Context: an optimization exercise on an open-source flow, tuned for small area. The choices shown serve that exercise and are no tape-out recipe. In this exercise RTL edits were held to simulation tests only and were not proved equivalent to the original. No activity file was given, so power comes from the tool's default toggle rates.

==> flow/design.v <==
package sha_msg_feeder_pkg;
    localparam int DIGEST_W = 256;
    localparam int BYTE_W   = 8;
    typedef enum logic [2:0] {
        ST_IDLE,
        ST_CLR,
        ST_FEED,
        ST_STOP,
        ST_WAIT,
        ST_DONE
    } state_t;
endpackage
module sha_byte_sel #(
    parameter int MAX_BYTES = 32,
    parameter int IDX_W     = 5
) (
    input  logic [sha_msg_feeder_pkg::BYTE_W*MAX_BYTES-1:0] msg,
    input  logic [IDX_W-1:0]                                idx,
    input  logic                                            en,
    output logic [sha_msg_feeder_pkg::BYTE_W-1:0]           byte_out
);
    always_comb begin
        byte_out = '0;
        for (int k = 0; k < MAX_BYTES; k++) begin
            byte_out = byte_out | (msg[sha_msg_feeder_pkg::BYTE_W*k +: sha_msg_feeder_pkg::BYTE_W]
                                   & {sha_msg_feeder_pkg::BYTE_W{en && (idx == IDX_W'(k))}});
        end
    end
endmodule
module sha_msg_feeder #(
    parameter int MAX_BYTES   = 32,
    parameter int LEN_W       = 6,
    parameter int TIMEOUT_CYC = 1024
) (
    input  logic                        clk,
    input  logic                        reset,
    input  logic                        start,
    input  logic [sha_msg_feeder_pkg::BYTE_W*MAX_BYTES-1:0] msg,
    input  logic [LEN_W-1:0]            msg_len,
    input  logic                        msg_order,
    input  logic                        cmp_en,
    input  logic [sha_msg_feeder_pkg::DIGEST_W-1:0]         target,
    output logic                        busy,
    output logic                        done,
    output logic [sha_msg_feeder_pkg::DIGEST_W-1:0]         digest,
    output logic                        match,
    output logic                        err_len,
    output logic                        err_ovf,
    output logic                        err_timeout,
    output logic                        core_rst_n,
    output logic                        core_byte_rdy,
    output logic                        core_byte_stop,
    output logic [sha_msg_feeder_pkg::BYTE_W-1:0]           core_data,
    input  logic                        core_ovf,
    input  logic [sha_msg_feeder_pkg::DIGEST_W-1:0]         core_digest,
    input  logic                        core_done,
    output sha_msg_feeder_pkg::state_t                      state_dbg
);
    localparam int TW    = $clog2(TIMEOUT_CYC);
    localparam int IDX_W = $clog2(MAX_BYTES);
    localparam int CW    = (TW > IDX_W) ? TW : IDX_W;
    sha_msg_feeder_pkg::state_t                      state;
    logic [sha_msg_feeder_pkg::BYTE_W*MAX_BYTES-1:0] msg_l_n;
    logic [sha_msg_feeder_pkg::DIGEST_W-1:0]         tgt_dig_n;  
    logic                        dig_nv;      
    logic                        match_l;     
    logic                        len_z;       
    logic [IDX_W-1:0]            last;        
    logic                        order_l;
    logic [CW-1:0]               cnt;         
    logic [sha_msg_feeder_pkg::BYTE_W-1:0]           sel_byte;
    logic st_idle, st_clr, st_feed, st_stop, st_wait, st_done;
    assign st_idle = (state == sha_msg_feeder_pkg::ST_IDLE);
    assign st_clr  = (state == sha_msg_feeder_pkg::ST_CLR);
    assign st_feed = (state == sha_msg_feeder_pkg::ST_FEED);
    assign st_stop = (state == sha_msg_feeder_pkg::ST_STOP);
    assign st_wait = (state == sha_msg_feeder_pkg::ST_WAIT);
    assign st_done = (state == sha_msg_feeder_pkg::ST_DONE);
    assign state_dbg      = state;
    assign busy           = !st_idle;
    assign done           = st_done;
    assign core_rst_n     = st_feed || st_stop || st_wait;
    assign core_byte_rdy  = st_feed;
    assign core_byte_stop = st_stop || st_wait;
    assign core_data      = sel_byte;
    assign digest         = ~(tgt_dig_n | {sha_msg_feeder_pkg::DIGEST_W{dig_nv}});
    assign match          = st_idle && match_l;
    sha_byte_sel #(
        .MAX_BYTES (MAX_BYTES),
        .IDX_W     (IDX_W)
    ) u_byte_sel (
        .msg      (~msg_l_n),
        .idx      (cnt[IDX_W-1:0]),
        .en       (st_feed),
        .byte_out (sel_byte)
    );
    logic [LEN_W-1:0] len_m1;
    logic             feed_end;
    logic             dig_eq;
    logic             tmo;
    logic             ld_tgt, ld_dig, hold_td;
    assign ld_tgt   = st_idle && start;
    assign ld_dig   = st_wait && core_done && !core_ovf;
    assign hold_td  = !(ld_tgt || ld_dig);
    assign len_m1   = msg_len - LEN_W'(1);
    assign feed_end = order_l ? (cnt[IDX_W-1:0] == '0) : (cnt[IDX_W-1:0] == last);
    assign dig_eq   = &(core_digest ^ tgt_dig_n);
    assign tmo      = (cnt[TW-1:0] == TW'(TIMEOUT_CYC - 1));
    always_ff @(posedge clk) begin
        msg_l_n <= ~((msg & {sha_msg_feeder_pkg::BYTE_W*MAX_BYTES{st_idle}})
                   | (~msg_l_n & {sha_msg_feeder_pkg::BYTE_W*MAX_BYTES{st_clr || st_feed}}));
    end
    always_ff @(posedge clk) begin
        tgt_dig_n <= ~((target      & {sha_msg_feeder_pkg::DIGEST_W{ld_tgt}})
                     | (core_digest & {sha_msg_feeder_pkg::DIGEST_W{ld_dig}})
                     | (~tgt_dig_n  & {sha_msg_feeder_pkg::DIGEST_W{hold_td}}));
    end
    always_ff @(posedge clk) begin
        if (st_idle) begin
            last    <= len_m1[IDX_W-1:0];
            len_z   <= len_m1[LEN_W-1];
            order_l <= msg_order;
        end
    end
    always_ff @(posedge clk) begin
        if (st_idle) begin
            cnt <= msg_order ? CW'(len_m1[IDX_W-1:0]) : '0;
        end else if (st_feed) begin
            cnt <= order_l ? cnt - CW'(1) : cnt + CW'(1);
        end else if (st_stop) begin
            cnt <= '0;
        end else if (st_wait) begin
            cnt <= cnt + CW'(1);
        end
    end
    always_ff @(posedge clk) begin
        if (reset) begin
            state       <= sha_msg_feeder_pkg::ST_IDLE;
            dig_nv      <= 1'b1;
            match_l     <= 1'b0;
            err_len     <= 1'b0;
            err_ovf     <= 1'b0;
            err_timeout <= 1'b0;
        end else begin
            case (state)
                sha_msg_feeder_pkg::ST_IDLE: begin
                    if (start) begin
                        dig_nv      <= 1'b1;
                        err_ovf     <= 1'b0;
                        err_timeout <= 1'b0;
                        if (msg_len > LEN_W'(MAX_BYTES)) begin
                            err_len <= 1'b1;
                            match_l <= 1'b0;
                            state   <= sha_msg_feeder_pkg::ST_DONE;
                        end else begin
                            err_len <= 1'b0;
                            match_l <= cmp_en;
                            state   <= sha_msg_feeder_pkg::ST_CLR;
                        end
                    end
                end
                sha_msg_feeder_pkg::ST_CLR: begin
                    state <= len_z ? sha_msg_feeder_pkg::ST_STOP : sha_msg_feeder_pkg::ST_FEED;
                end
                sha_msg_feeder_pkg::ST_FEED: begin
                    if (core_ovf) begin
                        err_ovf <= 1'b1;
                        match_l <= 1'b0;
                        state   <= sha_msg_feeder_pkg::ST_DONE;
                    end else if (feed_end) begin
                        state   <= sha_msg_feeder_pkg::ST_STOP;
                    end
                end
                sha_msg_feeder_pkg::ST_STOP: begin
                    if (core_ovf) begin
                        err_ovf <= 1'b1;
                        match_l <= 1'b0;
                        state   <= sha_msg_feeder_pkg::ST_DONE;
                    end else begin
                        state   <= sha_msg_feeder_pkg::ST_WAIT;
                    end
                end
                sha_msg_feeder_pkg::ST_WAIT: begin
                    if (core_ovf || core_done || tmo) begin
                        state <= sha_msg_feeder_pkg::ST_DONE;
                        if (core_ovf) begin
                            err_ovf <= 1'b1;
                            match_l <= 1'b0;
                        end else if (core_done) begin
                            dig_nv  <= 1'b0;
                            match_l <= match_l && dig_eq;
                        end else begin
                            err_timeout <= 1'b1;
                            match_l     <= 1'b0;
                        end
                    end
                end
                sha_msg_feeder_pkg::ST_DONE: begin
                    state <= sha_msg_feeder_pkg::ST_IDLE;
                end
                default: state <= sha_msg_feeder_pkg::ST_IDLE;
            endcase
        end
    end
endmodule
export LEC_CHECK = 0
export CAP_MARGIN = 20
export CORE_AREA = 5 5 355 355
export DIE_AREA = 0 0 360 360
export SLEW_MARGIN = 20
create_clock -name core_clock -period 5.0 [get_ports {clk}]
standard.sh (not shown) runs the stock make flow with config.mk's settings and CLKGATE_MAP_FILE= SYNTH_SCRIPT=/design/flow/synth_recipe.tcl, a recipe that flattens the netlist after the stock synthesis.
==> flow/flow/run.sh <==
#!/bin/bash
set -e
export BUFFER_PORTS_ARGS="-buffer_cell sky130_fd_sc_hd__buf_1"
export CTS_ARGS="-sink_clustering_enable -repair_clock_nets -dont_use_dummy_load -sink_clustering_size 16 -sink_clustering_max_diameter 60 -buf_list sky130_fd_sc_hd__clkbuf_8"
bash standard.sh > standard.log 2>&1
Rerun with:
==> flow/flow/run.sh (replaced) <==
#!/bin/bash
set -e
export BUFFER_PORTS_ARGS="-buffer_cell sky130_fd_sc_hd__buf_1"
export CTS_ARGS="-sink_clustering_enable -repair_clock_nets -dont_use_dummy_load -sink_clustering_size 26 -sink_clustering_max_diameter 150 -buf_list sky130_fd_sc_hd__clkbuf_16"
bash standard.sh > standard.log 2>&1
- CAP_MARGIN: 20 -> 5
- SLEW_MARGIN: 20 -> 5
Outcome: Design area decreases by 0.93%. Die area stays the same. Via count came out lower by 0.39%. Sequential power stays flat. Setup slack is worse by 0.012 ns. Synthesized cell count stays the same. Wire length fell by 0.32%. Non-clock buffer count went up by 1. Fmax is about the same.
Rerun with:
==> flow/flow/run.sh (replaced) <==
#!/bin/bash
set -e
export BUFFER_PORTS_ARGS="-buffer_cell sky130_fd_sc_hd__buf_1"
export CTS_ARGS="-sink_clustering_enable -repair_clock_nets -dont_use_dummy_load -sink_clustering_size 13 -sink_clustering_max_diameter 150 -buf_list sky130_fd_sc_hd__clkbuf_8"
bash standard.sh > standard.log 2>&1
Result:
- The changed run finished with timing, DRC and antenna clean
- worst setup slack gets worse by 0.031 ns
- clock skew rose by 0.015 ns
- global-route usage rose by 0.19 points
- final area is about the same
- register-to-register slack barely changes
- clock-buffer cell count rose by 20
- synthesized area stays the same
Rerun with:
- CAP_MARGIN: 5 -> 20
- SLEW_MARGIN: 5 -> 20
Outcome: Cell count is about the same. Non-clock buffer count stays the same. Fmax is higher by 1.3%. Count of clock-buffer cells in the layout is higher by 1. Combinational power hardly moves. Synthesized cell count stays the same. Core utilization barely changes.

## separate check: timing with driven ports
Ports are ideal in the flow. The routed layouts listed here were re-timed in OpenROAD. Step 1: set_driving_cell puts a clkbuf_16 on clk and a buf_2 on each other input, an assumption about the parent block. Step 2 adds t to the input delays and takes it off the output delays; t is the mean of the earliest and latest rising clock arrival at the registers after step 1. Input paths then give back, and output paths get back, about the clock's delay inside the block. Three values: ideal ports, drivers, drivers and shift; two values: the first two.
run | t (ns) | setup slack, ns | cell pins on the clock port's net
the first run | 0.762 | 0.103 / 0.035 / 0.798 | 1
the second run | 0.712 | 0.091 / 0.021 / 0.733 | 1
the third run | 0.771 | 0.060 / -0.004 / 0.767 | 1
the fourth run | 0.761 | 0.122 / 0.056 / 0.817 | 1
After both steps every run listed still meets setup and hold.
